From an optimization exercise on the open Yosys and OpenROAD flow, aimed at small area; shortcuts taken in it are not production practice. In this exercise RTL edits were held to simulation tests only and were not proved equivalent to the original. No activity file was given, so power comes from the tool's default toggle rates.

==> cedar <==
// forwardUnit
module forwardUnit (
    input  logic                       CLOCK,
    input  logic                       RESET,
    input  pipeTypesPkg::regIndexT     regS,
    input  pipeTypesPkg::regIndexT     regT,
    input  pipeTypesPkg::wordT         operandA,
    input  pipeTypesPkg::wordT         operandB,
    input  logic                       immediate,
    input  logic                       jumpLink,
    input  logic                       branchRequest,
    input  pipeTypesPkg::regIndexT     branchRegS,
    input  pipeTypesPkg::regIndexT     branchRegT,
    input  pipeTypesPkg::wordT         branchA,
    input  pipeTypesPkg::wordT         branchB,
    input  logic                       jumpRequest,
    input  pipeTypesPkg::regIndexT     jumpReg,
    input  pipeTypesPkg::wordT         jumpValue,
    input  pipeTypesPkg::producerT     executeProd,
    input  pipeTypesPkg::loadProducerT exeMemProd,
    input  pipeTypesPkg::producerT     memWbProd,
    input  pipeTypesPkg::producerT     writebackProd,
    output pipeTypesPkg::wordT         forwardA,
    output pipeTypesPkg::wordT         forwardB,
    output logic                       aluForwarded,
    output pipeTypesPkg::wordT         branchOutA,
    output pipeTypesPkg::wordT         branchOutB,
    output logic                       branchForwarded,
    output pipeTypesPkg::wordT         jumpTarget,
    output logic                       jumpForwarded
);
export LEC_CHECK = 0
export CAP_MARGIN = 20
export CELL_PAD_IN_SITES_DETAIL_PLACEMENT = 1
export CELL_PAD_IN_SITES_GLOBAL_PLACEMENT = 2
export CORE_MARGIN = 2
export CORE_UTILIZATION = 25
export CTS_BUF_LIST = sky130_fd_sc_hd__clkbuf_8
export PLACE_DENSITY = 0.45
export SLEW_MARGIN = 20
export SYNTH_HIERARCHICAL = 1
export SYNTH_MINIMUM_KEEP_SIZE = 0
create_clock -name core_clock -period 4.0 [get_ports {CLOCK}]
standard.sh (not shown) runs the stock make flow with config.mk's settings and CLKGATE_MAP_FILE= SYNTH_SCRIPT=/design/flow/synth_recipe.tcl, a recipe that flattens the netlist after the stock synthesis.
==> flow/flow/run.sh <==
#!/bin/bash
# The standard layout, with the port buffers made from the smallest buffer cell
# and a clock tree built without dummy loads
set -euo pipefail
bash standard.sh 'BUFFER_PORTS_ARGS=-buffer_cell sky130_fd_sc_hd__buf_1' \
  'CTS_ARGS=-sink_clustering_enable -repair_clock_nets -buf_list sky130_fd_sc_hd__clkbuf_8 -dont_use_dummy_load' \
  finish > standard_flow.log 2>&1
==> inputs of garnet, as changes to cedar <==
--- a/flow/design.v
+++ b/flow/design.v
@@ -38,17 +38,18 @@
     parameter bit UseExecute = 1'b1,   
     parameter bit UseHold    = 1'b0,   
     parameter bit UseKeep    = 1'b0    
 ) (
     input  pipeTypesPkg::regIndexT request,
     input  logic                   take,        
     input  logic                   keepFall,    
     input  logic                   useFall,     
-    input  logic                   holdSel,     
+    input  logic                   holdTake,    
+    input  logic                   holdOk,      
     input  pipeTypesPkg::wordT     fallback,
     input  pipeTypesPkg::wordT     holdValue,
     input  logic                   executeOk,   
     input  pipeTypesPkg::regIndexT executeDest,
     input  pipeTypesPkg::wordT     executeValue,
     input  logic                   exeMemOk,
     input  pipeTypesPkg::regIndexT exeMemDest,
     input  pipeTypesPkg::wordT     exeMemValue,
@@ -57,29 +58,58 @@
     input  pipeTypesPkg::wordT     memWbValue,
     input  logic                   writebackOk,
     input  pipeTypesPkg::regIndexT writebackDest,
     input  pipeTypesPkg::wordT     writebackValue,
     output pipeTypesPkg::wordT     value,
     output logic                   hit
 );
     logic executeHit, exeMemHit, memWbHit, writebackHit;
-    logic selFall, selExecute, selExeMem, selMemWb, selWriteback;
-    logic pass;
+    logic selFall, selExecute, selExeMem, selMemWb, selWriteback, holdSel;
     assign executeHit   = UseExecute && executeOk && (executeDest == request);
     assign exeMemHit    = exeMemOk && (exeMemDest == request);
     assign memWbHit     = memWbOk && (memWbDest == request);
     assign writebackHit = writebackOk && (writebackDest == request);
     assign hit = executeHit || exeMemHit || memWbHit || writebackHit;
+    logic pass, fallOk;
+    logic missExecute, missToExeMem, missToMemWb;
     assign pass         = take && !(UseKeep && keepFall);
-    assign selExecute   = pass && executeHit;
-    assign selExeMem    = pass && !executeHit && exeMemHit;
-    assign selMemWb     = pass && !executeHit && !exeMemHit && memWbHit;
-    assign selWriteback = pass && !executeHit && !exeMemHit && !memWbHit && writebackHit;
-    assign selFall      = useFall && ((UseKeep && keepFall) || !hit);
+    assign fallOk       = (UseKeep && keepFall) || !hit;
+    assign missExecute  = !executeHit;
+    assign missToExeMem = !executeHit && !exeMemHit;
+    assign missToMemWb  = !executeHit && !exeMemHit && !memWbHit;
+    generate
+        if (UseExecute && UseHold) begin : g_drive6
+            andDrive2 #(.N(3)) drive2_i (
+                .a({useFall, pass, holdTake}),
+                .b({fallOk, executeHit, holdOk}),
+                .y({selFall, selExecute, holdSel})
+            );
+            andDrive3 #(.N(3)) drive3_i (
+                .a({pass, pass, pass}),
+                .b({missExecute, missToExeMem, missToMemWb}),
+                .c({exeMemHit, memWbHit, writebackHit}),
+                .y({selExeMem, selMemWb, selWriteback})
+            );
+        end else begin : g_drive4
+            andDrive2 #(.N(2)) drive2_i (
+                .a({useFall, pass}),
+                .b({fallOk, exeMemHit}),
+                .y({selFall, selExeMem})
+            );
+            andDrive3 #(.N(2)) drive3_i (
+                .a({pass, pass}),
+                .b({missToExeMem, missToMemWb}),
+                .c({memWbHit, writebackHit}),
+                .y({selMemWb, selWriteback})
+            );
+            assign selExecute = 1'b0;
+            assign holdSel    = 1'b0;
+        end
+    endgenerate
     generate
         if (UseExecute && UseHold) begin : g_six
             wordSelect #(.N(6)) mux_i (
                 .sel ({selFall, selExecute, selExeMem, selMemWb, selWriteback, holdSel}),
                 .data({fallback, executeValue, exeMemValue, memWbValue, writebackValue,
                        holdValue}),
                 .value(value)
             );
@@ -166,16 +196,41 @@
     input  logic [31:0] b,
     output logic [31:0] value
 );
     assign value = ~(a & b);
 endmodule
 `default_nettype wire
 `timescale 1ns/1ps
 `default_nettype none
+module andDrive2 #(
+    parameter int N = 1
+) (
+    input  logic [N-1:0] a,
+    input  logic [N-1:0] b,
+    output logic [N-1:0] y
+);
+    assign y = a & b;
+endmodule
+`default_nettype wire
+`timescale 1ns/1ps
+`default_nettype none
+module andDrive3 #(
+    parameter int N = 1
+) (
+    input  logic [N-1:0] a,
+    input  logic [N-1:0] b,
+    input  logic [N-1:0] c,
+    output logic [N-1:0] y
+);
+    assign y = a & b & c;
+endmodule
+`default_nettype wire
+`timescale 1ns/1ps
+`default_nettype none
 module aluOperandForward (
     input  logic                   CLOCK,
     input  logic                   RESET,
     input  pipeTypesPkg::regIndexT regS,
     input  pipeTypesPkg::regIndexT regT,
     input  pipeTypesPkg::wordT     operandA,
     input  pipeTypesPkg::wordT     operandB,
     input  logic                   immediate,   
@@ -199,17 +254,18 @@
         .UseExecute(1'b0),
         .UseHold   (1'b0),
         .UseKeep   (1'b1)
     ) selectA_i (
         .request       (regS),
         .take          (RESET),
         .keepFall      (jumpLink),
         .useFall       (RESET),
-        .holdSel       (1'b0),
+        .holdTake      (1'b0),
+        .holdOk        (1'b0),
         .fallback      (operandA),
         .holdValue     ('0),
         .executeOk     (1'b0),
         .executeDest   ('0),
         .executeValue  ('0),
         .exeMemOk      (exeMemOk),
         .exeMemDest    (exeMemDest),
         .exeMemValue   (exeMemValue),
@@ -226,17 +282,18 @@
         .UseExecute(1'b0),
         .UseHold   (1'b0),
         .UseKeep   (1'b1)
     ) selectB_i (
         .request       (regT),
         .take          (RESET),
         .keepFall      (immediate),
         .useFall       (RESET),
-        .holdSel       (1'b0),
+        .holdTake      (1'b0),
+        .holdOk        (1'b0),
         .fallback      (operandB),
         .holdValue     ('0),
         .executeOk     (1'b0),
         .executeDest   ('0),
         .executeValue  ('0),
         .exeMemOk      (exeMemOk),
         .exeMemDest    (exeMemDest),
         .exeMemValue   (exeMemValue),
@@ -284,30 +341,29 @@
     output pipeTypesPkg::wordT     branchOutA,
     output pipeTypesPkg::wordT     branchOutB,
     output logic                   branchForwarded,
     output pipeTypesPkg::wordT     jumpTarget,
     output logic                   jumpForwarded
 );
     pipeTypesPkg::wordT nextA, nextB, nextJump;
     logic               hitA, hitB, hitJump;
-    logic               branchTake, branchHold, jumpTake, jumpHold;
+    logic               branchTake, jumpTake;
     assign branchTake = RESET && branchRequest;
-    assign branchHold = RESET && !branchRequest;
     assign jumpTake   = RESET && jumpRequest;
-    assign jumpHold   = RESET && !jumpRequest;
     producerSelect #(
         .UseExecute(1'b1),
         .UseHold   (1'b1)
     ) branchSelectA_i (
         .request       (branchRegS),
         .take          (branchTake),
         .keepFall      (1'b0),
         .useFall       (branchTake),
-        .holdSel       (branchHold),
+        .holdTake      (RESET),
+        .holdOk        (!branchRequest),
         .fallback      (branchA),
         .holdValue     (branchOutA),
         .executeOk     (executeOk),
         .executeDest   (executeDest),
         .executeValue  (executeValue),
         .exeMemOk      (exeMemOk),
         .exeMemDest    (exeMemDest),
         .exeMemValue   (exeMemValue),
@@ -323,17 +379,18 @@
     producerSelect #(
         .UseExecute(1'b1),
         .UseHold   (1'b1)
     ) branchSelectB_i (
         .request       (branchRegT),
         .take          (branchTake),
         .keepFall      (1'b0),
         .useFall       (branchTake),
-        .holdSel       (branchHold),
+        .holdTake      (RESET),
+        .holdOk        (!branchRequest),
         .fallback      (branchB),
         .holdValue     (branchOutB),
         .executeOk     (executeOk),
         .executeDest   (executeDest),
         .executeValue  (executeValue),
         .exeMemOk      (exeMemOk),
         .exeMemDest    (exeMemDest),
         .exeMemValue   (exeMemValue),
@@ -349,17 +406,18 @@
     producerSelect #(
         .UseExecute(1'b1),
         .UseHold   (1'b1)
     ) jumpSelect_i (
         .request       (jumpReg),
         .take          (jumpTake),
         .keepFall      (1'b0),
         .useFall       (jumpTake),
-        .holdSel       (jumpHold),
+        .holdTake      (RESET),
+        .holdOk        (!jumpRequest),
         .fallback      (jumpValue),
         .holdValue     (jumpTarget),
         .executeOk     (executeOk),
         .executeDest   (executeDest),
         .executeValue  (executeValue),
         .exeMemOk      (exeMemOk),
         .exeMemDest    (exeMemDest),
         .exeMemValue   (exeMemValue),
==> flow/flow/run.sh (replaced) <==
#!/bin/bash
# The standard layout with three changes after the (unchanged) standard synthesis:
# - the port buffers are made from the smallest buffer cell
# - the clock tree is built from clkbuf_8 without dummy loads
# - the large buffers and delay cells join the don't-use list, so that the placement's
#   buffering uses the small buffers
set -euo pipefail

bash standard.sh synth > synth.log 2>&1

base=$(make -s -C "$FLOW_HOME" DESIGN_CONFIG="$FLOW_CONFIG" WORK_HOME="$PWD/orfs" \
         print-DONT_USE_CELLS 2> print_dont_use.log | sed -n 's/^DONT_USE_CELLS: //p')
if [[ -z "$base" ]]; then
  echo "could not read the platform's DONT_USE_CELLS" >&2
  exit 1
fi
extra=""
for c in buf_6 buf_8 buf_12 buf_16 bufbuf_8 bufbuf_16 clkbuf_16 \
         clkdlybuf4s15_1 clkdlybuf4s15_2 clkdlybuf4s18_1 clkdlybuf4s18_2 \
         clkdlybuf4s25_1 clkdlybuf4s25_2 clkdlybuf4s50_1 clkdlybuf4s50_2 \
         dlygate4sd1_1 dlygate4sd2_1 dlygate4sd3_1 \
         dlymetal6s2s_1 dlymetal6s4s_1 dlymetal6s6s_1; do
  extra="$extra sky130_fd_sc_hd__$c"
done

bash standard.sh "DONT_USE_CELLS=$base$extra" \
  'BUFFER_PORTS_ARGS=-buffer_cell sky130_fd_sc_hd__buf_1' \
  'CTS_ARGS=-sink_clustering_enable -repair_clock_nets -buf_list sky130_fd_sc_hd__clkbuf_8 -dont_use_dummy_load' \
  finish > layout.log 2>&1
- CELL_PAD_IN_SITES_DETAIL_PLACEMENT: 1 -> not set
- CELL_PAD_IN_SITES_GLOBAL_PLACEMENT: 2 -> not set
- CORE_UTILIZATION: 25 -> 40
- PLACE_DENSITY: 0.45 -> 0.7
==> inputs of onyx, as changes to cedar <==
--- a/flow/design.v
+++ b/flow/design.v
@@ -38,17 +38,18 @@
     parameter bit UseExecute = 1'b1,   
     parameter bit UseHold    = 1'b0,   
     parameter bit UseKeep    = 1'b0    
 ) (
     input  pipeTypesPkg::regIndexT request,
     input  logic                   take,        
     input  logic                   keepFall,    
     input  logic                   useFall,     
-    input  logic                   holdSel,     
+    input  logic                   holdTake,    
+    input  logic                   holdOk,      
     input  pipeTypesPkg::wordT     fallback,
     input  pipeTypesPkg::wordT     holdValue,
     input  logic                   executeOk,   
     input  pipeTypesPkg::regIndexT executeDest,
     input  pipeTypesPkg::wordT     executeValue,
     input  logic                   exeMemOk,
     input  pipeTypesPkg::regIndexT exeMemDest,
     input  pipeTypesPkg::wordT     exeMemValue,
@@ -57,29 +58,58 @@
     input  pipeTypesPkg::wordT     memWbValue,
     input  logic                   writebackOk,
     input  pipeTypesPkg::regIndexT writebackDest,
     input  pipeTypesPkg::wordT     writebackValue,
     output pipeTypesPkg::wordT     value,
     output logic                   hit
 );
     logic executeHit, exeMemHit, memWbHit, writebackHit;
-    logic selFall, selExecute, selExeMem, selMemWb, selWriteback;
-    logic pass;
+    logic selFall, selExecute, selExeMem, selMemWb, selWriteback, holdSel;
     assign executeHit   = UseExecute && executeOk && (executeDest == request);
     assign exeMemHit    = exeMemOk && (exeMemDest == request);
     assign memWbHit     = memWbOk && (memWbDest == request);
     assign writebackHit = writebackOk && (writebackDest == request);
     assign hit = executeHit || exeMemHit || memWbHit || writebackHit;
+    logic pass, fallOk;
+    logic missExecute, missToExeMem, missToMemWb;
     assign pass         = take && !(UseKeep && keepFall);
-    assign selExecute   = pass && executeHit;
-    assign selExeMem    = pass && !executeHit && exeMemHit;
-    assign selMemWb     = pass && !executeHit && !exeMemHit && memWbHit;
-    assign selWriteback = pass && !executeHit && !exeMemHit && !memWbHit && writebackHit;
-    assign selFall      = useFall && ((UseKeep && keepFall) || !hit);
+    assign fallOk       = (UseKeep && keepFall) || !hit;
+    assign missExecute  = !executeHit;
+    assign missToExeMem = !executeHit && !exeMemHit;
+    assign missToMemWb  = !executeHit && !exeMemHit && !memWbHit;
+    generate
+        if (UseExecute && UseHold) begin : g_drive6
+            andDrive2 #(.N(3)) drive2_i (
+                .a({useFall, pass, holdTake}),
+                .b({fallOk, executeHit, holdOk}),
+                .y({selFall, selExecute, holdSel})
+            );
+            andDrive3 #(.N(3)) drive3_i (
+                .a({pass, pass, pass}),
+                .b({missExecute, missToExeMem, missToMemWb}),
+                .c({exeMemHit, memWbHit, writebackHit}),
+                .y({selExeMem, selMemWb, selWriteback})
+            );
+        end else begin : g_drive4
+            andDrive2 #(.N(2)) drive2_i (
+                .a({useFall, pass}),
+                .b({fallOk, exeMemHit}),
+                .y({selFall, selExeMem})
+            );
+            andDrive3 #(.N(2)) drive3_i (
+                .a({pass, pass}),
+                .b({missToExeMem, missToMemWb}),
+                .c({memWbHit, writebackHit}),
+                .y({selMemWb, selWriteback})
+            );
+            assign selExecute = 1'b0;
+            assign holdSel    = 1'b0;
+        end
+    endgenerate
     generate
         if (UseExecute && UseHold) begin : g_six
             wordSelect #(.N(6)) mux_i (
                 .sel ({selFall, selExecute, selExeMem, selMemWb, selWriteback, holdSel}),
                 .data({fallback, executeValue, exeMemValue, memWbValue, writebackValue,
                        holdValue}),
                 .value(value)
             );
@@ -166,16 +196,41 @@
     input  logic [31:0] b,
     output logic [31:0] value
 );
     assign value = ~(a & b);
 endmodule
 `default_nettype wire
 `timescale 1ns/1ps
 `default_nettype none
+module andDrive2 #(
+    parameter int N = 1
+) (
+    input  logic [N-1:0] a,
+    input  logic [N-1:0] b,
+    output logic [N-1:0] y
+);
+    assign y = a & b;
+endmodule
+`default_nettype wire
+`timescale 1ns/1ps
+`default_nettype none
+module andDrive3 #(
+    parameter int N = 1
+) (
+    input  logic [N-1:0] a,
+    input  logic [N-1:0] b,
+    input  logic [N-1:0] c,
+    output logic [N-1:0] y
+);
+    assign y = a & b & c;
+endmodule
+`default_nettype wire
+`timescale 1ns/1ps
+`default_nettype none
 module aluOperandForward (
     input  logic                   CLOCK,
     input  logic                   RESET,
     input  pipeTypesPkg::regIndexT regS,
     input  pipeTypesPkg::regIndexT regT,
     input  pipeTypesPkg::wordT     operandA,
     input  pipeTypesPkg::wordT     operandB,
     input  logic                   immediate,   
@@ -199,17 +254,18 @@
         .UseExecute(1'b0),
         .UseHold   (1'b0),
         .UseKeep   (1'b1)
     ) selectA_i (
         .request       (regS),
         .take          (RESET),
         .keepFall      (jumpLink),
         .useFall       (RESET),
-        .holdSel       (1'b0),
+        .holdTake      (1'b0),
+        .holdOk        (1'b0),
         .fallback      (operandA),
         .holdValue     ('0),
         .executeOk     (1'b0),
         .executeDest   ('0),
         .executeValue  ('0),
         .exeMemOk      (exeMemOk),
         .exeMemDest    (exeMemDest),
         .exeMemValue   (exeMemValue),
@@ -226,17 +282,18 @@
         .UseExecute(1'b0),
         .UseHold   (1'b0),
         .UseKeep   (1'b1)
     ) selectB_i (
         .request       (regT),
         .take          (RESET),
         .keepFall      (immediate),
         .useFall       (RESET),
-        .holdSel       (1'b0),
+        .holdTake      (1'b0),
+        .holdOk        (1'b0),
         .fallback      (operandB),
         .holdValue     ('0),
         .executeOk     (1'b0),
         .executeDest   ('0),
         .executeValue  ('0),
         .exeMemOk      (exeMemOk),
         .exeMemDest    (exeMemDest),
         .exeMemValue   (exeMemValue),
@@ -284,30 +341,29 @@
     output pipeTypesPkg::wordT     branchOutA,
     output pipeTypesPkg::wordT     branchOutB,
     output logic                   branchForwarded,
     output pipeTypesPkg::wordT     jumpTarget,
     output logic                   jumpForwarded
 );
     pipeTypesPkg::wordT nextA, nextB, nextJump;
     logic               hitA, hitB, hitJump;
-    logic               branchTake, branchHold, jumpTake, jumpHold;
+    logic               branchTake, jumpTake;
     assign branchTake = RESET && branchRequest;
-    assign branchHold = RESET && !branchRequest;
     assign jumpTake   = RESET && jumpRequest;
-    assign jumpHold   = RESET && !jumpRequest;
     producerSelect #(
         .UseExecute(1'b1),
         .UseHold   (1'b1)
     ) branchSelectA_i (
         .request       (branchRegS),
         .take          (branchTake),
         .keepFall      (1'b0),
         .useFall       (branchTake),
-        .holdSel       (branchHold),
+        .holdTake      (RESET),
+        .holdOk        (!branchRequest),
         .fallback      (branchA),
         .holdValue     (branchOutA),
         .executeOk     (executeOk),
         .executeDest   (executeDest),
         .executeValue  (executeValue),
         .exeMemOk      (exeMemOk),
         .exeMemDest    (exeMemDest),
         .exeMemValue   (exeMemValue),
@@ -323,17 +379,18 @@
     producerSelect #(
         .UseExecute(1'b1),
         .UseHold   (1'b1)
     ) branchSelectB_i (
         .request       (branchRegT),
         .take          (branchTake),
         .keepFall      (1'b0),
         .useFall       (branchTake),
-        .holdSel       (branchHold),
+        .holdTake      (RESET),
+        .holdOk        (!branchRequest),
         .fallback      (branchB),
         .holdValue     (branchOutB),
         .executeOk     (executeOk),
         .executeDest   (executeDest),
         .executeValue  (executeValue),
         .exeMemOk      (exeMemOk),
         .exeMemDest    (exeMemDest),
         .exeMemValue   (exeMemValue),
@@ -349,17 +406,18 @@
     producerSelect #(
         .UseExecute(1'b1),
         .UseHold   (1'b1)
     ) jumpSelect_i (
         .request       (jumpReg),
         .take          (jumpTake),
         .keepFall      (1'b0),
         .useFall       (jumpTake),
-        .holdSel       (jumpHold),
+        .holdTake      (RESET),
+        .holdOk        (!jumpRequest),
         .fallback      (jumpValue),
         .holdValue     (jumpTarget),
         .executeOk     (executeOk),
         .executeDest   (executeDest),
         .executeValue  (executeValue),
         .exeMemOk      (exeMemOk),
         .exeMemDest    (exeMemDest),
         .exeMemValue   (exeMemValue),
==> flow/flow/run.sh (replaced) <==
#!/bin/bash
# The standard layout with three changes after the (unchanged) standard synthesis:
# - the port buffers are made from the smallest buffer cell
# - the clock tree is built from clkbuf_8 without dummy loads
# - the large buffers and delay cells join the don't-use list, so that the placement's
#   buffering uses the small buffers
set -euo pipefail

bash standard.sh synth > synth.log 2>&1

base=$(make -s -C "$FLOW_HOME" DESIGN_CONFIG="$FLOW_CONFIG" WORK_HOME="$PWD/orfs" \
         print-DONT_USE_CELLS 2> print_dont_use.log | sed -n 's/^DONT_USE_CELLS: //p')
if [[ -z "$base" ]]; then
  echo "could not read the platform's DONT_USE_CELLS" >&2
  exit 1
fi
extra=""
for c in buf_6 buf_8 buf_12 buf_16 bufbuf_8 bufbuf_16 clkbuf_16 \
         clkdlybuf4s15_1 clkdlybuf4s15_2 clkdlybuf4s18_1 clkdlybuf4s18_2 \
         clkdlybuf4s25_1 clkdlybuf4s25_2 clkdlybuf4s50_1 clkdlybuf4s50_2 \
         dlygate4sd1_1 dlygate4sd2_1 dlygate4sd3_1 \
         dlymetal6s2s_1 dlymetal6s4s_1 dlymetal6s6s_1; do
  extra="$extra sky130_fd_sc_hd__$c"
done

bash standard.sh "DONT_USE_CELLS=$base$extra" \
  'BUFFER_PORTS_ARGS=-buffer_cell sky130_fd_sc_hd__buf_1' \
  'CTS_ARGS=-sink_clustering_enable -repair_clock_nets -buf_list sky130_fd_sc_hd__clkbuf_8 -dont_use_dummy_load' \
  finish > layout.log 2>&1
- CELL_PAD_IN_SITES_DETAIL_PLACEMENT: 1 -> not set
- CELL_PAD_IN_SITES_GLOBAL_PLACEMENT: 2 -> not set
==> comparison table <==
Outcome: garnet no timing/DRC/antenna violations; cedar no timing/DRC/antenna violations; onyx no timing/DRC/antenna violations
Global-route usage over all layers: garnet 36.8%; cedar 29.6%; onyx 26.3%
Setup slack after placement: garnet 0.646 ns; cedar 0.576 ns; onyx 0.543 ns
Peak per-stage delay on the critical path: garnet 0.56 ns; cedar 0.56 ns; onyx 0.80 ns
Synthesized cell area: garnet 9290 um2; cedar 9240 um2; onyx 9290 um2
Net total in the final layout: garnet 1,821; cedar 1,839; onyx 1,842
Internal power: garnet 2.41 mW; cedar 2.44 mW; onyx 2.41 mW
Fraction of layout instances using a drive strength above 1: garnet 6.38%; cedar 8.28%; onyx 7.24%
Cell with the most instances on the worst path: garnet -; cedar sky130_fd_sc_hd__and2_1; onyx sky130_fd_sc_hd__buf_1
Clock-pin slew reported for the worst setup and hold paths after clock tree synthesis: garnet 0.08 ns; cedar 0.10 ns; onyx 0.10 ns
Bufs w/o clock: garnet 555; cedar 578; onyx 576
Core Util, Final: garnet 49.5%; cedar 32.5%; onyx 31.5%
Area of all placed cells without fillers: garnet 11,200 um2; cedar 11,900 um2; onyx 11,500 um2
Routed via count divided by cell count: garnet 6.76; cedar 5.76; onyx 5.94

separate check: timing with driven ports:
How much do the figures lean on ideal ports? The routed layouts below were timed once more, with nothing changed but the port constraints.
Step 1 assumes that a clkbuf_16 drives the clock port and a buf_2 every other input.
Step 2 also shifts input and output timing later by t, the mid clock arrival at the registers, as if the neighbouring blocks saw the same clock.
Slacks: ideal ports / drivers / drivers and shift; pairs: ideal ports / drivers.
| run | shift t [ns] | slack for setup (ns) | worst hold slack (ns) | cell pins on the clock port's net |
|---|---|---|---|---|
| cedar | 0.530 | 1.056 / 1.086 / 0.556 | 0.489 / 0.463 / 0.513 | 1 |
| garnet | 0.470 | 1.008 / 1.024 / 0.554 | 0.513 / 0.503 / 0.513 | 1 |
| onyx | 0.526 | 0.964 / 0.989 / 0.464 | 0.486 / 0.464 / 0.510 | 1 |
After both steps every run listed still meets setup and hold.
